Source: an optimization exercise on an open RTL-to-GDS flow (aim: small area and a short achievable clock period). Production flows keep margins and buffers that such runs may drop. Only simulation tests tie the RTL to the original design; equivalence was not proved. Power figures rest on the tool's default switching activity, not on a simulated workload.

**design/flow/run.sh**
```bash
#!/bin/bash
# synth_recipe.tcl (not shown) runs the flow's synth.tcl, then flattens the netlist and writes it again
# the make line also repeats each setting of config.mk as NAME=value (left out here)
make -C /OpenROAD-flow-scripts/flow DESIGN_CONFIG=/design/flow/config.mk WORK_HOME=/design/flow/orfs CLKGATE_MAP_FILE= SYNTH_SCRIPT=/design/flow/synth_recipe.tcl finish
```
**design/flow/config.mk**
```make
export PLATFORM = sky130hd
export DESIGN_NAME = spi_burst_ram_slave
export DESIGN_NICKNAME = spi_burst_ram_slave
export VERILOG_FILES = /design/flow/design.v
export SDC_FILE = /design/flow/constraint.sdc
export NUM_CORES = 4
export LEC_CHECK = 0
export CAP_MARGIN = 20
export CORE_MARGIN = 2
export CORE_UTILIZATION = 80
export CTS_CLUSTER_DIAMETER = 70
export CTS_CLUSTER_SIZE = 30
export SETUP_SLACK_MARGIN = 3.3
export SLEW_MARGIN = 20
```
**design/flow/constraint.sdc**
```tcl
create_clock -name core_clock -period 5.5 [get_ports {clk}]
set_input_delay 1.1000 -clock core_clock [delete_from_list [all_inputs] [get_ports {clk}]]
set_output_delay 1.1000 -clock core_clock [all_outputs]
set_load 0.01 [all_outputs]
```
**design/flow/design.v**
```verilog
`default_nettype none
package spi_burst_pkg;
    localparam logic [1:0] CMD_WR_ADDR = 2'b00;
    localparam logic [1:0] CMD_WR_DATA = 2'b01;
    localparam logic [1:0] CMD_RD_ADDR = 2'b10;
    localparam logic [1:0] CMD_RD_DATA = 2'b11;
    typedef enum logic [3:0] {
        IDLE    = 4'd0,
        CMD     = 4'd1,
        WR_ADDR = 4'd2,
        RD_ADDR = 4'd3,
        ADDR_OK = 4'd4,    
        WR_DATA = 4'd5,
        RD_WAIT = 4'd6,
        RD_FRST = 4'd7,    
        RD_DATA = 4'd8
    } state_t;
endpackage
`default_nettype wire
`default_nettype none
module spi_burst_ram (
    input  logic        clk,
    input  logic [15:0] wsel_lo,    
    input  logic [15:0] wsel_hi,    
    input  logic        inj,        
    input  logic [15:0] rsel_lo,    
    input  logic [15:0] rsel_hi,    
    output logic [3:0]  port0,
    output logic [3:0]  port4
);
    logic [7:0]  r_ring [1:255];
    logic [15:0] w_col0 [16];
    logic [15:0] w_col4 [16];
    logic [15:0] w_grp0;
    logic [15:0] w_grp4;
    for (genvar a = 1; a < 256; a++) begin : g_ring
        always_ff @(posedge clk) begin
            r_ring[a] <= {r_ring[a][6:0], (wsel_hi[a/16] && wsel_lo[a%16]) ? inj : r_ring[a][7]};
        end
        assign w_col0[a/16][a%16] = r_ring[a][0];
        assign w_col4[a/16][a%16] = r_ring[a][4];
    end
    assign w_col0[0][0] = 1'b0;
    assign w_col4[0][0] = 1'b0;
    for (genvar g = 0; g < 16; g++) begin : g_grp
        assign w_grp0[g] = |(rsel_lo & w_col0[g]);
        assign w_grp4[g] = |(rsel_lo & w_col4[g]);
    end
    for (genvar q = 0; q < 4; q++) begin : g_quarter
        assign port0[q] = |(rsel_hi[4*q +: 4] & w_grp0[4*q +: 4]);
        assign port4[q] = |(rsel_hi[4*q +: 4] & w_grp4[4*q +: 4]);
    end
endmodule
`default_nettype wire
`default_nettype none
module spi_burst_ram_slave #(
    parameter int DATA_W   = 8,
    parameter int ADDR_W   = 8,
    parameter bit AUTO_INC = 1'b1
) (
    input  logic clk,
    input  logic rst,
    input  logic MOSI,
    input  logic SS_n,
    output logic MISO,
    output logic frame_err
);
    spi_burst_pkg::state_t r_state;
    spi_burst_pkg::state_t w_next_state;
    logic [2:0]  r_ph;           
    logic [2:0]  r_cnt;
    logic [6:0]  r_shift;
    logic [7:0]  r_wr_ptr;
    logic [7:0]  r_rd_ptr;
    logic [7:0]  r_waddr;        
    logic [7:0]  r_wdata;
    logic [7:0]  r_byte0;        
    logic [15:0] r_na_lo;        
    logic [15:0] r_na_hi;
    logic [7:0]  r_nb;           
    logic [3:0]  r_pq0;          
    logic [3:0]  r_pq4;
    logic        r_na0;          
    logic        r_byp;
    logic [7:0]  w_nb;           
    logic [7:0]  r_cur;          
    logic        r_cur_ok;       
    logic        r_miso;
    logic        r_ferr;
    logic        w_run;
    logic [7:0]  w_rx;
    logic        w_wr_addr_ld;
    logic        w_rd_addr_ld;
    logic        w_wr_done;
    logic        w_first_ld;
    logic        w_inc_ld;
    logic        w_load;
    logic        w_abort;
    logic        w_byp;
    logic        w_na0;
    logic [7:0]  w_byte;
    logic [15:0] w_wsel_lo;
    logic [15:0] w_wsel_hi;
    logic [15:0] w_rp_lo;
    logic [15:0] w_rp_hi;
    logic [15:0] w_rx_lo;
    logic [15:0] w_rx_hi;
    logic        w_inj;
    logic [3:0]  w_port0;
    logic [3:0]  w_port4;
    logic [15:0] w_na_lo_n;      
    logic [15:0] w_na_hi_n;
    logic        w_miso_d;
    function automatic logic [15:0] dec4(input logic [3:0] v);
        dec4 = 16'd1 << v;
    endfunction
    assign w_run = !rst && !SS_n;
    assign w_rx  = {r_shift, MOSI};
    assign w_wr_addr_ld = w_run && (r_state == spi_burst_pkg::WR_ADDR) && (r_cnt == 3'd7);
    assign w_rd_addr_ld = w_run && (r_state == spi_burst_pkg::RD_ADDR) && (r_cnt == 3'd7);
    assign w_wr_done    = w_run && (r_state == spi_burst_pkg::WR_DATA) && (r_cnt == 3'd7);
    assign w_first_ld   = w_run && (r_state == spi_burst_pkg::RD_FRST);
    assign w_inc_ld     = w_run && (r_state == spi_burst_pkg::RD_DATA) && (r_cnt == 3'd7);
    assign w_load       = w_first_ld || w_inc_ld;
    assign w_abort = (r_state == spi_burst_pkg::CMD) ||
                     (((r_state == spi_burst_pkg::WR_ADDR) || (r_state == spi_burst_pkg::RD_ADDR) ||
                       (r_state == spi_burst_pkg::WR_DATA)) && (r_cnt != 3'd0));
    assign w_wsel_lo = dec4(r_waddr[3:0]);
    assign w_wsel_hi = dec4(r_waddr[7:4]);
    assign w_inj     = r_wdata[~r_ph];
    spi_burst_ram u_ram (
        .clk     (clk),
        .wsel_lo (w_wsel_lo),
        .wsel_hi (w_wsel_hi),
        .inj     (w_inj),
        .rsel_lo (r_na_lo),
        .rsel_hi (r_na_hi),
        .port0   (w_port0),
        .port4   (w_port4)
    );
    assign w_byp = |(r_na_lo & w_wsel_lo) && |(r_na_hi & w_wsel_hi);
    assign w_na0 = r_na_lo[0] && r_na_hi[0];
    always_comb begin
        if ((r_state == spi_burst_pkg::RD_FRST) && r_cur_ok) w_byte = r_cur;
        else if (r_byp)                                   w_byte = r_wdata;
        else if (r_na0)                                   w_byte = r_byte0;
        else                                              w_byte = w_nb;
    end
    always_comb begin
        for (int b = 0; b < 8; b++) begin
            if (3'(b + r_ph) == 3'd1)      w_nb[b] = |r_pq0;
            else if (3'(b + r_ph) == 3'd5) w_nb[b] = |r_pq4;
            else                           w_nb[b] = r_nb[b];
        end
    end
    always_comb begin
        w_na_lo_n = r_na_lo;
        w_na_hi_n = r_na_hi;
        if ((r_state == spi_burst_pkg::RD_ADDR) && (r_cnt == 3'd7)) begin
            w_na_lo_n = w_rx_lo;
            w_na_hi_n = w_rx_hi;
        end else if ((r_state == spi_burst_pkg::RD_FRST) ||
                     ((r_state == spi_burst_pkg::RD_DATA) && (r_cnt == 3'd7))) begin
            w_na_lo_n = {r_na_lo[14:0], r_na_lo[15]};
            if (r_na_lo[15]) w_na_hi_n = {r_na_hi[14:0], r_na_hi[15]};
        end
    end
    assign w_rp_lo = dec4(r_rd_ptr[3:0]);
    assign w_rp_hi = dec4(r_rd_ptr[7:4]);
    assign w_rx_lo = dec4(w_rx[3:0]);
    assign w_rx_hi = dec4(w_rx[7:4]);
    always_comb begin
        w_miso_d = 1'b0;
        if (r_state == spi_burst_pkg::RD_FRST) w_miso_d = w_byte[7];
        else if (r_state == spi_burst_pkg::RD_DATA) begin
            w_miso_d = (r_cnt == 3'd7) ? w_byte[7] : r_cur[3'd6 - r_cnt];
        end
    end
    always_comb begin
        w_next_state = r_state;
        if (rst || SS_n) begin
            w_next_state = spi_burst_pkg::IDLE;
        end else begin
            case (r_state)
                spi_burst_pkg::IDLE: w_next_state = spi_burst_pkg::CMD;
                spi_burst_pkg::CMD: begin
                    case ({r_shift[0], MOSI})
                        spi_burst_pkg::CMD_WR_ADDR: w_next_state = spi_burst_pkg::WR_ADDR;
                        spi_burst_pkg::CMD_WR_DATA: w_next_state = spi_burst_pkg::WR_DATA;
                        spi_burst_pkg::CMD_RD_ADDR: w_next_state = spi_burst_pkg::RD_ADDR;
                        default:                    w_next_state = spi_burst_pkg::RD_WAIT;
                    endcase
                end
                spi_burst_pkg::WR_ADDR, spi_burst_pkg::RD_ADDR:
                    if (r_cnt == 3'd7) w_next_state = spi_burst_pkg::ADDR_OK;
                spi_burst_pkg::RD_WAIT: w_next_state = spi_burst_pkg::RD_FRST;
                spi_burst_pkg::RD_FRST: w_next_state = spi_burst_pkg::RD_DATA;
                default: w_next_state = r_state;
            endcase
        end
    end
    always_ff @(posedge clk) begin
        r_ph    <= r_ph + 3'd1;
        r_shift <= w_rx[6:0];
        r_state <= w_next_state;
        r_miso  <= w_run && w_miso_d;
        r_ferr  <= !rst && SS_n && w_abort;
        if (!w_run) begin
            r_cnt <= 3'd0;
        end else begin
            case (r_state)
                spi_burst_pkg::WR_ADDR, spi_burst_pkg::RD_ADDR,
                spi_burst_pkg::WR_DATA, spi_burst_pkg::RD_DATA: r_cnt <= r_cnt + 3'd1;
                default: r_cnt <= 3'd0;
            endcase
        end
        if (rst)               r_wr_ptr <= '0;
        else if (w_wr_addr_ld) r_wr_ptr <= w_rx;
        else if (w_wr_done)    r_wr_ptr <= r_wr_ptr + 8'd1;
        if (rst)               r_rd_ptr <= '0;
        else if (w_rd_addr_ld) r_rd_ptr <= w_rx;
        else if (w_inc_ld)     r_rd_ptr <= r_rd_ptr + 8'd1;
        if (w_wr_done) begin
            r_waddr <= r_wr_ptr;
            r_wdata <= w_rx;
            if (r_wr_ptr == 8'd0) r_byte0 <= w_rx;
        end
        if (rst) begin
            r_na_lo <= 16'd1;
            r_na_hi <= 16'd1;
        end else if (SS_n) begin
            r_na_lo <= w_rp_lo;
            r_na_hi <= w_rp_hi;
        end else begin
            r_na_lo <= w_na_lo_n;
            r_na_hi <= w_na_hi_n;
        end
        r_na0 <= w_na0;
        r_byp <= w_byp;
        r_pq0 <= w_port0;
        r_pq4 <= w_port4;
        r_nb  <= w_nb;
        if (w_load) r_cur <= w_byte;
        if (rst || w_rd_addr_ld || w_wr_done) r_cur_ok <= 1'b0;
        else if (w_load)                      r_cur_ok <= 1'b1;
    end
    assign MISO      = r_miso;
    assign frame_err = r_ferr;
endmodule
`default_nettype wire
```
==> results.cfg, run 1 <==
[grt]
grt_pass1_wl_microns = 200900
grt_usage_pct = 40.16
antenna_found_initial = 3
overflow = 0
grt_pass1_vias = 31200
grt_max_degree = 75

[setup_path]
r2r_setup_slack_ns = 3.25
crit_type = flop to flop
cp.required_ns = 6.05
start_kind = flop
cp_data_arrival_time_ns = 2.80
end_kind = flop
crit_fanout = 20

[placement]
place_hpwl_microns = 71010
numPortBuffers = 5
dp.cells = 4411
place_congestion = 0.8474

[clock_network]
clkLatencyLatePin_ns = 0.69
htreeDepth = 3
numCtsBuffers = 83
root_buffer = clkbuf_16
cts_hold_buf = 0
cts_tree = built
clkSlewWorstSetupHoldPaths_ns = 0.12
ctsLongestPathBuffers = 3
cts_num_sinks = 2158

[die]
die-area_sq_mm = 0.06842
start_util_pct = 80.73
ios = 6
core_sq_mm = 0.06575
rows = 94
die_h_microns = 261.6
die_x_microns = 261.6

[synth]
synth-edff-count = 32
synthTopCellsByArea = dfxtp_1 80%, a31oi_1 3.1%, a21oi_1 2.6%
yosys_warnings = 5
syn_avg_cell_area_sq_um = 14.27
synth_top_cell_area_share_pct = 80.18
syn-cell-area_sq_mm = 0.05308
syn_nets = 3744
synthArstFlopShare_pct = 0
ys_ff_latch = 2158
yosysSeqAreaShare_pct = 82.00
synth_top_area_cell = dfxtp_1
yosysUniqueCellTypes = 60
netlist_instances = 3719
synth_ff_type = dfxtp_1

[final_layout]
syn2layout_area_growth_pct = 8.081
layout_common_cells = 2102 x dfxtp_1, 274 x a21oi_1, 262 x a31oi_1, 127 x a22oi_1, 87 x clkbuf_16
finalNetCount = 3720
drive_gt1_share_pct = 9.039
mostFrequentLayoutCell = dfxtp_1
stdcell_count = 4577

[power]
p_int_mw = 18.66
switching_power_mw = 4.920
p_clk_share_pct = 32.2
p_leak_nw = 21.91
pwr-share-comb_pct = 1.0
sw_frac_of_total_pct = 20.86
powerDensity_mw_per_mm2 = 411.1
peakVddDrop_mv = 0.3461
pwr-share-seq_pct = 66.8

[sta]
relSlewSlack_pct = 55.08
hold_viol = 0
tns_ns = 0
max_freq_ghz = 0.4441
fin_skew_ns = 0.03798
final.period_utilization_pct = 40.94
maxSlewViolCount = 0
min_period_ns = 2.252
tightest_slew_ns = 0.6729
setup_viol = 0
rsz0062_at_grt = true

[routing]
drt-pass1-iter-count = 6
wire_per_inst_microns = 31.06
via_per_inst = 6.749
antenna_left = 0
drt_iter0_drc = 3633
vias = 30890
drc = 0
wl_microns = 142200

[run]
drv_cap = 0

[status]
status = timing/DRC/antenna clean

[worst_hold_path]
hold_path_class = flop to flop
-- sequential cells by signal, indices dropped and copies added (netlist names), 3 cells and up --
signal,cells
u_ram.r_ring,2040
r_na_hi,16
r_na_lo,16
r_byte0,8
r_cur,8
r_nb,8
r_rd_ptr,8
r_waddr,8
r_wdata,8
r_wr_ptr,8
r_shift,7
r_pq0,4
r_pq4,4
r_state,4
r_cnt,3
r_ph,3
-- synth_stat cells, drive strengths merged (13+ instances only) --
master	count
a211oi	21
nand3	55
o21ai	52
a21oi	276
a22o	78
nand2	32
nand4	33
buf	65
clkbuf	167
a311oi	17
nor2b	13
dfxtp	2126
a31oi	262
ha	21
inv	24
nor3	16
a22oi	132
mux2i	20
a221oi	81
nor2	85
edfxtp	32
-- critical path: stages (launching register included) --
cell      delay [ns]
dfxtp_4         0.49
buf_6           0.27
a221oi_1        0.45
nand4_1         0.34
a22oi_2         0.39
nand3_1         0.15
-- routing by layer --
layer  up-vias  wire length, microns  track usage [%]
met5         -                     0                0
met4         0                  8580            19.89
met3       592                 12910            8.991
met2      1953                 66510            64.56
met1     15390                 54180            51.98
li1      12950                     -                -
-- final timing paths --
kind                            cells past startpoint           startpoint             endpoint
worst max-delay path                                5           r_na_lo[4]             r_pq0[2]
worst min-delay path                                0  u_ram.r_ring[63][1]  u_ram.r_ring[63][2]
worst max register to register                      5           r_na_lo[4]             r_pq0[2]
worst min register to register                      0  u_ram.r_ring[63][1]  u_ram.r_ring[63][2]
-- layout make-up --
class                   instances  area (sq um)
clock buffers                  89          2195
clock inverters                 7         123.9
inverters                      25         98.84
multi-input cells            1304          9064
fillers                      2614          8378
repair buffers                123          1204
flip-flops and latches       2158         43580
well taps                     864          1081
diodes                          7         17.52
-- repair_timing --
item                       CTS  global route
gates resized for setup     91            44
buffers inserted            51            10
gates cloned                 2             0
pin swaps                   23             8
setup endpoints to repair  345           101
-- power by group through the flow --
stage / clock, mW / sequential (mW) / combinational [mW]
3_3_place_gp: 0 / 16.1 / 0.174
4_1_cts: 7.43 / 15.8 / 0.204
6_report: 7.59 / 15.8 / 0.238
2_1_floorplan: 0 / 16.0 / 0.127
5_1_grt: 7.98 / 15.8 / 0.240
3_5_place_dp: 0 / 16.1 / 0.177
-- stage by stage --
step	utilization [%]	setup WS, ns	power [mW]	cell area [sq um]	hold slack (ns)
after global placement	82.12	1.668	16.30	53990	0.3097
after global routing	87.23	3.257	23.98	57350	0.3292
final	87.26	3.248	23.58	57370	0.3230
after CTS	86.79	3.257	23.39	57060	0.3233
after floorplan	-	3.035	16.17	53140	0.3096
after detailed placement	82.13	1.551	16.30	53990	0.3121
-- cells by family (layout without fill, tap and decap cells) --
group | count (synthesis) | after routing | share of synthesized area [%]
buffers and inverters | 257 | 244 | 1.938
xor gates and xnor gates | 7 | 7 | 0.1155
AOI/OAI and AO/OA | 948 | 948 | 11.72
adders and majority gates | 21 | 21 | 0.4950
and+or+nand+nor | 296 | 296 | 3.020
muxes | 32 | 32 | 0.7166
DFF | 2158 | 2158 | 82.00
other | 0 | 7 | 0
==> run 2: changes to the inputs <==
--- a/design/flow/design.v
+++ b/design/flow/design.v
@@ -25,8 +25,8 @@
     input  logic        inj,        
     input  logic [15:0] rsel_lo,    
     input  logic [15:0] rsel_hi,    
-    output logic [3:0]  port0,
-    output logic [3:0]  port4
+    output logic [7:0]  port0,
+    output logic [7:0]  port4
 );
     logic [7:0]  r_ring [1:255];
     logic [15:0] w_col0 [16];
@@ -46,9 +46,9 @@
         assign w_grp0[g] = |(rsel_lo & w_col0[g]);
         assign w_grp4[g] = |(rsel_lo & w_col4[g]);
     end
-    for (genvar q = 0; q < 4; q++) begin : g_quarter
-        assign port0[q] = |(rsel_hi[4*q +: 4] & w_grp0[4*q +: 4]);
-        assign port4[q] = |(rsel_hi[4*q +: 4] & w_grp4[4*q +: 4]);
+    for (genvar q = 0; q < 8; q++) begin : g_eighth
+        assign port0[q] = |(rsel_hi[2*q +: 2] & w_grp0[2*q +: 2]);
+        assign port4[q] = |(rsel_hi[2*q +: 2] & w_grp4[2*q +: 2]);
     end
 endmodule
 `default_nettype wire
@@ -78,10 +78,11 @@
     logic [15:0] r_na_lo;        
     logic [15:0] r_na_hi;
     logic [7:0]  r_nb;           
-    logic [3:0]  r_pq0;          
-    logic [3:0]  r_pq4;
+    logic [7:0]  r_pq0;          
+    logic [7:0]  r_pq4;
     logic        r_na0;          
-    logic        r_byp;
+    logic        r_byp_lo;       
+    logic        r_byp_hi;
     logic [7:0]  w_nb;           
     logic [7:0]  r_cur;          
     logic        r_cur_ok;       
@@ -106,8 +107,8 @@
     logic [15:0] w_rx_lo;
     logic [15:0] w_rx_hi;
     logic        w_inj;
-    logic [3:0]  w_port0;
-    logic [3:0]  w_port4;
+    logic [7:0]  w_port0;
+    logic [7:0]  w_port4;
     logic [15:0] w_na_lo_n;      
     logic [15:0] w_na_hi_n;
     logic        w_miso_d;
@@ -138,11 +139,11 @@
         .port0   (w_port0),
         .port4   (w_port4)
     );
-    assign w_byp = |(r_na_lo & w_wsel_lo) && |(r_na_hi & w_wsel_hi);
+    assign w_byp = r_byp_lo && r_byp_hi;
     assign w_na0 = r_na_lo[0] && r_na_hi[0];
     always_comb begin
         if ((r_state == spi_burst_pkg::RD_FRST) && r_cur_ok) w_byte = r_cur;
-        else if (r_byp)                                   w_byte = r_wdata;
+        else if (w_byp)                                   w_byte = r_wdata;
         else if (r_na0)                                   w_byte = r_byte0;
         else                                              w_byte = w_nb;
     end
@@ -235,8 +236,9 @@
             r_na_lo <= w_na_lo_n;
             r_na_hi <= w_na_hi_n;
         end
-        r_na0 <= w_na0;
-        r_byp <= w_byp;
+        r_na0    <= w_na0;
+        r_byp_lo <= |(r_na_lo & w_wsel_lo);
+        r_byp_hi <= |(r_na_hi & w_wsel_hi);
         r_pq0 <= w_port0;
         r_pq4 <= w_port4;
         r_nb  <= w_nb;
--- a/design/flow/config.mk
+++ b/design/flow/config.mk
@@ -7,8 +7,8 @@
 export LEC_CHECK = 0
 export CAP_MARGIN = 20
 export CORE_MARGIN = 2
-export CORE_UTILIZATION = 80
-export CTS_CLUSTER_DIAMETER = 70
+export CORE_UTILIZATION = 75
+export CTS_CLUSTER_DIAMETER = 80
 export CTS_CLUSTER_SIZE = 30
 export SETUP_SLACK_MARGIN = 3.3
 export SLEW_MARGIN = 20
==> run 2 against run 1 <==
  * Design area increased by 0.62%
  * First-iteration DRC count decreased by 13%
  * Largest power group unchanged
  * Routed wire length decreased by 12%
  * Utilization decreased by 6.1 points
  * Final cell count increased by 1.9%
  * Still clean on timing, DRC and antenna
  * Worst hold slack got worse by 0.0023 ns
  * Global-route usage decreased by 6.8 points
  * Critical path depth decreased by 4
  * Highest routed layer is now met5
  * Register-to-register slack improved by 0.02 ns
==> results.cfg, run 2 <==
[setup_path]
crit_path_top_delay_cell = dfxtp_2
crit_type = flop to output pin
cp_data_arrival_time_ns = 1.14
worstReg2RegStart = r_na_lo[14]
cp_slowest_stage_delay_ns = 0.35
critPathBufInv = 1
critPathLaunch = r_miso
start_kind = flop
crit_family = flip-flops
end_kind = output pin
cp.required_ns = 4.40
path_cells = buf_6
crit_fanout = 1

[placement]
place_hpwl_microns = 68020
place_congestion = 0.8938
numPortBuffers = 5
placed_area_sq_mm = 0.05468
place_ws_ns = 1.728

[clock_network]
ctsLongestPathBuffers = 3
cts_tree = built
root_buffer = clkbuf_16
htreeDepth = 3
numCtsBuffers = 83
cts_hold_buf = 0
clkSlewWorstSetupHoldPaths_ns = 0.11
clkLatencyLatePin_ns = 0.68
cts_num_sinks = 2167

[synth]
yosys_warnings = 5
syn_avg_cell_area_sq_um = 14.31
synth-edff-count = 32
synth_top_cell_area_share_pct = 79.66
syn_nets = 3774
yosysUniqueCellTypes = 79
ys_top_cells_by_count = 2135 x dfxtp_1, 273 x a21oi_1, 268 x a31oi_1
synthTopCellsByArea = dfxtp_1 80%, a31oi_1 3.1%, a21oi_1 2.5%
yosysSeqAreaShare_pct = 81.46
syn-cell-area_sq_mm = 0.05365
synth_most_common_cell = dfxtp_1
synth_top_area_cell = dfxtp_1
netlist_instances = 3749
ys_ff_latch = 2167
synthArstFlopShare_pct = 0
synth_ff_type = dfxtp_1

[sta]
setup_viol = 0
final.period_utilization_pct = 40.64
fin_skew_ns = 0.02354
layout_setup_ws_ns = 3.265
hold_viol = 0
maxSlewViolCount = 0
tightest_slew_ns = 0.7904
max_freq_ghz = 0.4474
min_period_ns = 2.235
rsz0062_at_grt = true
relSlewSlack_pct = 46.91
tns_ns = 0

[worst_hold_path]
min-delay-start = u_ram.r_ring[122][5]
hold_path_class = flop to flop

[power]
peakVddDrop_mv = 0.3435
total_power_mw = 23.42
powerDensity_mw_per_mm2 = 405.7
p_leak_nw = 21.94

[routing]
vias = 29300
drt-pass1-iter-count = 7
dr_wl_met2_microns = 56260
drt_iter0_drc = 3163
drt-met1-wl_microns = 55730
wl_microns = 124400
drc = 0
via_per_inst = 6.279
wire_per_inst_microns = 26.66
top_layer_used = met5
antenna_left = 0
met3_length_microns = 7896

[final_layout]
diodes = 0
reg_top3 = u_ram.r_ring (2040), r_na_hi (16), r_na_lo (16)
fin_area_sq_mm = 0.05772
finish.utilization_pct = 81.16
largest_reg_flops = 2040
layout_common_cells = 2110 x dfxtp_1, 273 x a21oi_1, 268 x a31oi_1, 142 x a221oi_1, 139 x a22o_1
mostFrequentLayoutCell = dfxtp_1
drive_gt1_share_pct = 8.235
syn2layout_area_growth_pct = 7.586
max_flop_register = u_ram.r_ring
finalNetCount = 3730

[grt]
grt_pass1_vias = 29040
grt_max_degree = 71
overflow = 0
grt_usage_pct = 33.32
antenna_found_initial = 1
grt_pass1_wl_microns = 183800

[die]
die_x_microns = 271.5
ios = 6
die_h_microns = 271.5
rows = 98
core_sq_mm = 0.07112
die-area_sq_mm = 0.07369
start_util_pct = 75.44

[run]
drv_cap = 0

[status]
status = timing/DRC/antenna clean
==> run 2: cell count changes in the layout (fill, tap and decap cells not counted), moves of 10 or more <==
cell	delta
o21ai_0	-22
mux2i_1	-10
nand3_1	-34
buf_4	-17
nor2_1	-15
nand2_1	+11
a221oi_2	-11
a22o_1	+61
inv_1	+22
a22oi_1	-99
a221oi_1	+78
==> run 2: worst register-to-register path, delay by kind of cell (launching register included) <==
kind | cells | cell delay, ns
compound gates | 3 | 0.94
buf+inv | 1 | 0.26
flops | 1 | 0.49
simple gates | 1 | 0.44
==> run 2: kinds of logic after synthesis <==
logic type / count (synthesis) / synth area share, %
flip-flops: 2167 / 81.46
AO/OA/AOI/OAI: 957 / 12.22
AND/OR/NAND/NOR: 298 / 3.183
buffers and inverters: 281 / 2.094
adder cells (fa/ha/maj): 21 / 0.4897
multiplexers: 16 / 0.4151
XOR/XNOR: 9 / 0.1469
==> run 2: final cells by class <==
| type | instances | area, sq um |
|---|---|---|
| flip-flops and latches | 2167 | 43760 |
| fillers | 3788 | 13400 |
| multi-input cells | 1303 | 9261 |
| clock buffers | 88 | 2158 |
| well taps | 950 | 1189 |
| repair buffers | 103 | 1050 |
| inverters | 47 | 183.9 |
| clock inverters | 8 | 118.9 |
==> run 2: metal layers <==
metal  track usage, %  vias up
met1            48.66    14830
met3            4.573      257
met2            51.66     1140
met4            12.09        2
met5                0        -
li1                 -    13080
==> run 2: final timing paths <==
kind / cells after the start / end / slack (ns)
setup / recovery: 1 / MISO / 3.26
hold reg to reg: 0 / u_ram.r_ring[122][6] / 0.32
hold / removal: 0 / u_ram.r_ring[122][6] / 0.32
setup reg to reg: 5 / r_pq4[1] / 3.27
==> run 2: report_power, final <==
| group | internal, mW | switching [mW] | leakage, nW |
|---|---|---|---|
| combinational | 0.0569 | 0.165 | 3.32 |
| clock | 2.88 | 4.49 | 1.12 |
| sequential | 15.7 | 0.0940 | 17.5 |
| total | 18.7 | 4.75 | 21.9 |
==> run 2: per-stage QoR <==
step	hold slack (ns)	cells
2_1_floorplan	0.3096	3749
3_3_place_gp	0.3096	4525
3_5_place_dp	0.3121	4526
4_1_cts	0.3164	4650
5_1_grt	0.3237	4666
6_report	0.3208	4666
==> run 2: timing repair <==
item,CTS,global route
endpoints found under the setup margin,349,111
resized for setup,73,24
pin swaps,10,8
setup buffers,23,14
gates cloned,5,2

-- re-timing with driven ports --
The flow's constraints put no driver on any port. The routed layouts listed below were extracted and timed again, unchanged, in two steps. Step 1 (the two cells are an assumption about what drives the block):
set clk [get_ports {clk}]
set_driving_cell -lib_cell sky130_fd_sc_hd__clkbuf_16 $clk
set_driving_cell -lib_cell sky130_fd_sc_hd__buf_2 [delete_from_list [all_inputs] $clk]
Step 2 also shifts input and output timing later by t, the mid clock arrival at the registers, as if the neighbouring blocks saw the same clock. Slacks: ideal ports / drivers / drivers and shift; pairs: ideal ports / drivers.
run	t, ns	setup slack, ns	pins driven straight from the clock port
run 1	0.740	3.248 / 3.219 / 2.690	1
run 2	0.736	3.265 / 3.196 / 2.663	1
After both steps every run listed still meets setup and hold. For run 2, which loses most, drivers alone change the setup slack by -0.069 ns; drivers and shift together by -0.602 ns.
